This is an optimization exercise on Yosys and OpenROAD, whose aim is small area, a short achievable clock period and few clock cycles per item, not a production implementation. In this exercise RTL edits were held to simulation tests only and were not proved equivalent to the original. Power and IR drop assume default switching activity.

[design/flow/design.v]
`timescale 1ns / 1ps
package cwmq_pkg;
    localparam int RING_DEPTH_DEF  = 64;
    localparam int MAX_WAITERS_DEF = 8;
    localparam int CHAR_W    = 8;
    localparam int ID_W      = 32;
    localparam int STATUS_W  = 3;
    localparam int CHARS_W   = 6;
    localparam int WAITERS_W = 4;
    localparam logic [STATUS_W-1:0] ST_DELIVERED = 3'd0;
    localparam logic [STATUS_W-1:0] ST_QUEUED    = 3'd1;
    localparam logic [STATUS_W-1:0] ST_DROPPED   = 3'd2;
    localparam logic [STATUS_W-1:0] ST_WAITER    = 3'd3;
    localparam logic [STATUS_W-1:0] ST_DUPLICATE = 3'd4;
    localparam logic [STATUS_W-1:0] ST_FULL      = 3'd5;
    localparam logic [STATUS_W-1:0] ST_IGNORED   = 3'd6;
    localparam logic MODE_CHAR = 1'b0;
    localparam logic MODE_WAIT = 1'b1;
endpackage
`timescale 1ns / 1ps
import cwmq_pkg::*;
module cwmq_ring (
    input  logic               i_clk,
    input  logic               i_rst_n,
    input  logic               i_put,
    input  logic               i_take,
    input  logic [CHAR_W-1:0]  i_data,
    output logic               o_empty,
    output logic               o_full,
    output logic [CHARS_W-1:0] o_count,
    output logic [CHARS_W-1:0] o_count_inc,
    output logic [CHARS_W-1:0] o_count_dec,
    output logic [CHAR_W-1:0]  o_head
);
    logic [CHAR_W-1:0]  r_mem [64];
    logic [5:0]         r_rp, r_wp;
    logic [CHARS_W-1:0] r_count;
    always_ff @(posedge i_clk) begin
        if (!i_rst_n) begin
            r_rp    <= '0;
            r_wp    <= '0;
            r_count <= '0;
        end else begin
            if (i_put) r_wp <= r_wp + 1'b1;
            if (i_take) r_rp <= r_rp + 1'b1;
            if (i_put) r_count <= o_count_inc;
            else if (i_take) r_count <= o_count_dec;
        end
    end
    always_ff @(posedge i_clk) begin
        r_mem[r_wp] <= i_data;
    end
    assign o_empty     = (r_count == '0);
    assign o_full      = (r_count == 6'd63);
    assign o_count     = r_count;
    assign o_count_inc = r_count + 1'b1;
    assign o_count_dec = r_count - 1'b1;
    assign o_head      = r_mem[r_rp];
endmodule
`timescale 1ns / 1ps
import cwmq_pkg::*;
module char_waiter_matching_queue_unit (
    input  logic                 i_clk,
    input  logic                 i_rst_n,
    input  logic                 i_req_valid,
    output logic                 o_req_ready,
    input  logic                 i_req_mode,
    input  logic [CHAR_W-1:0]    i_req_char_value,
    input  logic [ID_W-1:0]      i_req_waiter_id,
    output logic                 o_rsp_valid,
    input  logic                 i_rsp_ready,
    output logic                 o_rsp_delivered,
    output logic [ID_W-1:0]      o_rsp_dest_client,
    output logic [CHAR_W-1:0]    o_rsp_char_out,
    output logic [STATUS_W-1:0]  o_rsp_status,
    output logic [CHARS_W-1:0]   o_rsp_chars_held,
    output logic [WAITERS_W-1:0] o_rsp_waiters_held
);
    localparam int NW = MAX_WAITERS_DEF;
    localparam int RW = ID_W + CHAR_W + STATUS_W + CHARS_W + WAITERS_W;
    logic r_ready;
    logic w_go;
    logic          r_q0v, r_q1v;
    logic [RW-1:0] r_q0, r_q1;
    logic          r_q0d;
    logic [ID_W-1:0] r_wmem [NW];
    logic [2:0]      r_whead, r_wtail;
    logic [3:0]      r_wcnt;
    logic               w_put, w_take;
    logic               w_rempty, w_rfull;
    logic [CHARS_W-1:0] w_rcnt, w_rcnt_inc, w_rcnt_dec;
    logic [CHAR_W-1:0]  w_rhead;
    cwmq_ring u_ring (
        .i_clk      (i_clk),
        .i_rst_n    (i_rst_n),
        .i_put      (w_put),
        .i_take     (w_take),
        .i_data     (i_req_char_value),
        .o_empty    (w_rempty),
        .o_full     (w_rfull),
        .o_count    (w_rcnt),
        .o_count_inc(w_rcnt_inc),
        .o_count_dec(w_rcnt_dec),
        .o_head     (w_rhead)
    );
    assign o_req_ready = r_ready;
    assign w_go        = i_req_valid && r_ready;
    logic [NW-1:0] w_wvalid, w_hit;
    logic          w_dup, w_cnz, w_inz, w_wempty, w_wfull;
    always_comb begin
        for (int k = 0; k < NW; k++) begin
            w_wvalid[k] = (4'(3'(k - r_whead)) < r_wcnt);
            w_hit[k]    = w_wvalid[k] && (r_wmem[k] == i_req_waiter_id);
        end
    end
    assign w_dup    = |w_hit;
    assign w_cnz    = |i_req_char_value;
    assign w_inz    = |i_req_waiter_id;
    assign w_wempty = (r_wcnt == 4'd0);
    assign w_wfull  = r_wcnt[3];
    logic [ID_W-1:0]      n_dest;
    logic [CHAR_W-1:0]    n_cout;
    logic [STATUS_W-1:0]  n_status;
    logic [CHARS_W-1:0]   n_chars;
    logic [WAITERS_W-1:0] n_waiters;
    logic                 w_wpop, w_wpush;
    always_comb begin
        w_put     = 1'b0;
        w_take    = 1'b0;
        w_wpop    = 1'b0;
        w_wpush   = 1'b0;
        n_dest    = '0;
        n_cout    = '0;
        n_status  = ST_IGNORED;
        n_chars   = w_rcnt;
        n_waiters = r_wcnt;
        if (i_req_mode == MODE_CHAR) begin
            if (!w_cnz) begin
                n_status = ST_IGNORED;
            end else if (!w_wempty) begin
                w_wpop    = w_go;
                n_dest    = r_wmem[r_whead];
                n_cout    = i_req_char_value;
                n_status  = ST_DELIVERED;
                n_waiters = r_wcnt - 1'b1;
            end else if (w_rfull) begin
                n_status = ST_DROPPED;
            end else begin
                w_put    = w_go;
                n_status = ST_QUEUED;
                n_chars  = w_rcnt_inc;
            end
        end else if (!w_inz) begin
            n_status = ST_IGNORED;
        end else if (!w_rempty) begin
            w_take   = w_go;
            n_dest   = i_req_waiter_id;
            n_cout   = w_rhead;
            n_status = ST_DELIVERED;
            n_chars  = w_rcnt_dec;
        end else if (w_dup) begin
            n_status = ST_DUPLICATE;
        end else if (w_wfull) begin
            n_status = ST_FULL;
        end else begin
            w_wpush   = w_go;
            n_status  = ST_WAITER;
            n_waiters = r_wcnt + 1'b1;
        end
    end
    logic [RW-1:0] w_res;
    assign w_res = {n_dest, n_cout, n_status, n_chars, n_waiters};
    logic w_pop, w_q0v_n, w_q1v_n;
    assign w_pop   = r_q0v && i_rsp_ready;
    assign w_q0v_n = r_q1v || w_go || (r_q0v && !i_rsp_ready);
    assign w_q1v_n = (r_q1v && !i_rsp_ready) || (w_go && r_q0v && !w_pop);
    always_ff @(posedge i_clk) begin
        if (!i_rst_n) begin
            r_ready <= 1'b1;
            r_q0v   <= 1'b0;
            r_q1v   <= 1'b0;
            r_whead <= '0;
            r_wtail <= '0;
            r_wcnt  <= '0;
        end else begin
            if (w_wpop) begin
                r_whead <= r_whead + 1'b1;
                r_wcnt  <= r_wcnt - 1'b1;
            end
            if (w_wpush) begin
                r_wtail <= r_wtail + 1'b1;
                r_wcnt  <= r_wcnt + 1'b1;
            end
            r_q0v   <= w_q0v_n;
            r_q1v   <= w_q1v_n;
            r_ready <= !(w_q0v_n && w_q1v_n);
        end
    end
    always_ff @(posedge i_clk) begin
        if (!w_wfull) begin
            r_wmem[r_wtail] <= i_req_waiter_id;
        end
    end
    always_ff @(posedge i_clk) begin
        if (!r_q0v || i_rsp_ready) begin
            r_q0  <= r_q1v ? r_q1 : w_res;
            r_q0d <= r_q1v ? (r_q1[CHARS_W+WAITERS_W +: STATUS_W] == ST_DELIVERED)
                           : (n_status == ST_DELIVERED);
        end
        if (!r_q1v || i_rsp_ready) begin
            r_q1 <= w_res;
        end
    end
    assign o_rsp_valid = r_q0v;
    assign {o_rsp_dest_client, o_rsp_char_out, o_rsp_status, o_rsp_chars_held,
            o_rsp_waiters_held} = r_q0;
    assign o_rsp_delivered = r_q0d;
endmodule
[design/flow/run.sh]
#!/bin/bash
# synth_recipe.tcl (not shown) runs the flow's synth.tcl, then flattens the netlist and writes it again
# the make line also repeats each setting of config.mk as NAME=value (left out here)
make -C /OpenROAD-flow-scripts/flow DESIGN_CONFIG=/design/flow/config.mk WORK_HOME=/design/flow/orfs CLKGATE_MAP_FILE= SYNTH_SCRIPT=/design/flow/synth_recipe.tcl finish
[design/flow/config.mk]
export PLATFORM = sky130hd
export DESIGN_NAME = char_waiter_matching_queue_unit
export DESIGN_NICKNAME = char_waiter_matching_queue_unit
export VERILOG_FILES = /design/flow/design.v
export SDC_FILE = /design/flow/constraint.sdc
export NUM_CORES = 4
export LEC_CHECK = 0
export CAP_MARGIN = 20
export CORE_MARGIN = 2
export CORE_UTILIZATION = 40
export SETUP_SLACK_MARGIN = 5
export SLEW_MARGIN = 20
[design/flow/constraint.sdc]
create_clock -name core_clock -period 8.0 [get_ports {i_clk}]
set_input_delay 1.6000 -clock core_clock [delete_from_list [all_inputs] [get_ports {i_clk}]]
set_output_delay 1.6000 -clock core_clock [all_outputs]
set_load 0.01 [all_outputs]
==> run notes <==
Status -> complete, no violations
CTS clk-pin slew, worst paths -> 0.07 ns
CTS Sinks -> 915
Pin count of the biggest net entering global routing -> 66
Syn Nets -> 2,211
Vias in the first global route -> 21,500
Worst path required time -> 8.42 ns
Fmax -> 297 MHz
Async S/R FF share, synth -> 0%
Yosys Warn Count -> 2
Transition time of the tightest slew-check pin -> 1.11 ns
Remaining antenna violation count -> 0
Worst path arrival time -> 3.79 ns
Most frequent cells in the layout -> edfxtp_1 (875), mux4_2 (232), xnor2_1 (138)
Setup CP Type -> input port to flip-flop
Nets -> 2,464
Final setup fails -> 0
Share of layout cells above drive strength 1 -> 35.4%
Syn Inst Count -> 2,143
Routed len/inst -> 30.2 µm
IO Count -> 101
Slowest CP cell -> nor4_4
Crit share post-route -> 42.1%
Die width -> 316 µm
Final hold vios -> 0
Max VDD drop -> 0.192 mV
Global route total overflow -> 0
Share of the synthesized area in the top cell type -> 67.4%
Layout area overhead -> 24.2%
Top cells by area, synth -> edfxtp_1 (67%), mux4_2 (13%), xnor2_1 (3.8%), xor2_1 (2.5%), dfxtp_1 (2.1%)
IO buf count -> 100
Initial Util -> 40.3%
HPWL after DPL -> 67,100 µm
Crit path time final -> 3.37 ns
Tot GR Track Use -> 22.6%
Prevailing post-synth register cell -> edfxtp_1
Antenna Cells -> 0
Layout Skew -> 0.0492 ns
RSZ-0062 raised after global routing -> yes
Synth cell types -> 55
DIE AREA -> 100,000 µm²
Dpl cells -> 3,437
Max cap viols -> 0
Slew Limit Fails -> 0
Average size of a mapped cell -> 18.2 µm²
Chip Height -> 316 µm
CTS H-tree depth -> 3
Post-synth EDFFs -> 875
DR vias -> 21,900
CP cell instances -> buf_8 -> buf_12 -> xnor2_4 -> nand4_1 -> nor4_4 -> o211ai_1 -> nor4b_4 -> buf_6 -> and3_4 -> a32oi_2 -> o311ai_1
CP max FO -> 6
Fin cells -> 3,752
Register area share after synthesis -> 69.5%
Most common cell after layout, fill and taps aside -> edfxtp_1
Core area -> 96,700 µm²
Synthesis-stage register bit count -> 915
Setup TNS -> 0 ns
Clock buffer depth -> 3
CP max stage delay -> 0.48 ns
Worst skew pair latency -> 0.70 ns
CTS tree -> built
Hold crit path type -> flip-flop to flip-flop
Initial antenna violation count -> 4
Max-slew headroom -> 26.2%
First-pass GRT wire length -> 161,000 µm
DRC errors left -> 0
DR iter-0 viols -> 2,982
Post-synth top area cell -> edfxtp_1
# rows -> 114
Via-to-Cell Ratio -> 5.84
Filler Cell Count -> 7,783
Critical Path Start Type -> input port
Final wirelength -> 113,000 µm
PwrDens -> 295 nW/µm²
Iteration count of the initial detailed-routing pass -> 8
CTS root buffer -> clkbuf_16
CTS Buf Count -> 97
CP Capture Type -> flip-flop
Leakage power -> 15.9 nW
GPL Wtd Cong -> 0.904
Synthesized area -> 39,000 µm²
## cells in the mapped netlist, types with 40 or more instances
cell type and number:
clkbuf_1 67, xnor2_1 171, nand4_1 55, nand2_1 69
o21ai_0 45, buf_2 43, nor4_1 46, mux2_2 48
dfxtp_1 40, edfxtp_1 875, xor2_1 110, nor2_1 116
mux4_2 232
## layout make-up
type	count	area, µm²	area share [%]
Sequential cell	915	27100	55.9
Multi-Input combinational cell	1079	13200	27.3
Timing Repair Buffer	282	3370	6.95
Clock buffer	125	2610	5.38
Tap cell	1276	1600	3.30
Clock inverter	54	480	0.992
Inverter	21	82.6	0.171
## registers in the layout, summed over array words and instances (netlist names), named ones only
register / count
r_q0: 53
r_q0d: 1
r_q0v: 1
r_q1: 53
r_q1v: 1
r_ready: 1
r_wcnt: 4
r_whead: 3
r_wmem: 256
r_wtail: 3
u_ring.r_count: 6
u_ring.r_mem: 512
u_ring.r_rp: 6
u_ring.r_wp: 6
## worst max-delay path, delay by kind of cell
kind / cells / cell delay (ns)
AO/OA/AOI/OAI: 3 / 0.50
XOR/XNOR: 1 / 0.15
buffers and inverters: 3 / 0.39
AND/OR/NAND/NOR: 4 / 1.12
## layer usage
| metal | wire length (µm) | global-route usage [%] | up-vias |
|---|---|---|---|
| met3 | 10300 | 4.74 | 182 |
| met2 | 50600 | 33.0 | 1078 |
| met5 | 11 | 0 | - |
| met1 | 49100 | 34.1 | 11600 |
| met4 | 3280 | 6.51 | 2 |
| li1 | - | - | 9061 |
## stage by stage
step           instance area, µm²  hold WS [ns]  util (%)  setup slack, ns  total power, mW
5_1_grt                     48400         0.555      50.1             4.64             14.8
3_3_place_gp                41800         0.485      43.2             2.32             9.04
3_5_place_dp                41800         0.502      43.2             2.21             9.08
6_report                    48400         0.512      50.1             4.63             14.3
4_1_cts                     47400         0.516      49.1             4.74             14.0
2_1_floorplan               39700         0.480         -             4.46             7.98
## worst paths after layout
check                                    startpoint                  to  slack (ns)  cells after the start
worst max-delay path            i_req_waiter_id[10]   r_q0[2]$_DFFE_PN_        4.63                     11
worst min-delay path             r_q1[29]$_DFFE_PP_  r_q0[29]$_DFFE_PN_        0.51                      1
worst max register to register            flip-flop  r_q0[13]$_DFFE_PN_        4.73                      8
worst min register to register   r_q1[29]$_DFFE_PP_  r_q0[29]$_DFFE_PN_        0.51                      1
## kinds of logic after synthesis
group	after synthesis	synth area share (%)
buffers and inverters	149	1.61
xor gates and xnor gates	281	6.31
muxes	316	15.7
adders and majority gates	23	0.738
AOI/OAI and AO/OA	114	1.85
DFF	915	69.5
and+or+nand+nor	345	4.32
## timing repair
| item | 4_1_cts | 5_1_grt |
|---|---|---|
| gates cloned | 23 | 5 |
| setup buffers | 83 | 25 |
| pin swaps | 56 | 39 |
| setup endpoints to repair | 200 | 126 |
| hold buffers | 0 | 0 |
| gates resized for setup | 558 | 159 |
## power breakdown
part / total (mW) / switching [mW] / internal (mW)
clock network: 4.36 / 1.91 / 2.45
logic: 3.80 / 1.96 / 1.85
registers: 6.11 / 0.316 / 5.79
Testbench counts, summed over its fixed seeds: cycles 4,808, items 4,800.

[what the ideal ports hide]
How much do the figures lean on ideal ports? The routed layout below was timed once more, with nothing changed but the port constraints. Step 1: set_driving_cell puts a clkbuf_16 on i_clk and a buf_2 on each other input, an assumption about the parent block. Step 2 also shifts input and output timing later by t, the mid clock arrival at the registers, as if the neighbouring blocks saw the same clock. a / b / c = no drivers / after step 1 / after step 2; a / b = the first two.
shift t [ns]: 0.734
slack for setup (ns): 4.631 / 4.649 / 3.914
hold WS [ns]: 0.512 / 0.512 / 0.512
cell pins on the clock port's net: 1
After both steps this run still meets setup and hold. The setup slack of this run moves by +0.018 ns with the drivers and by -0.717 ns with both steps.
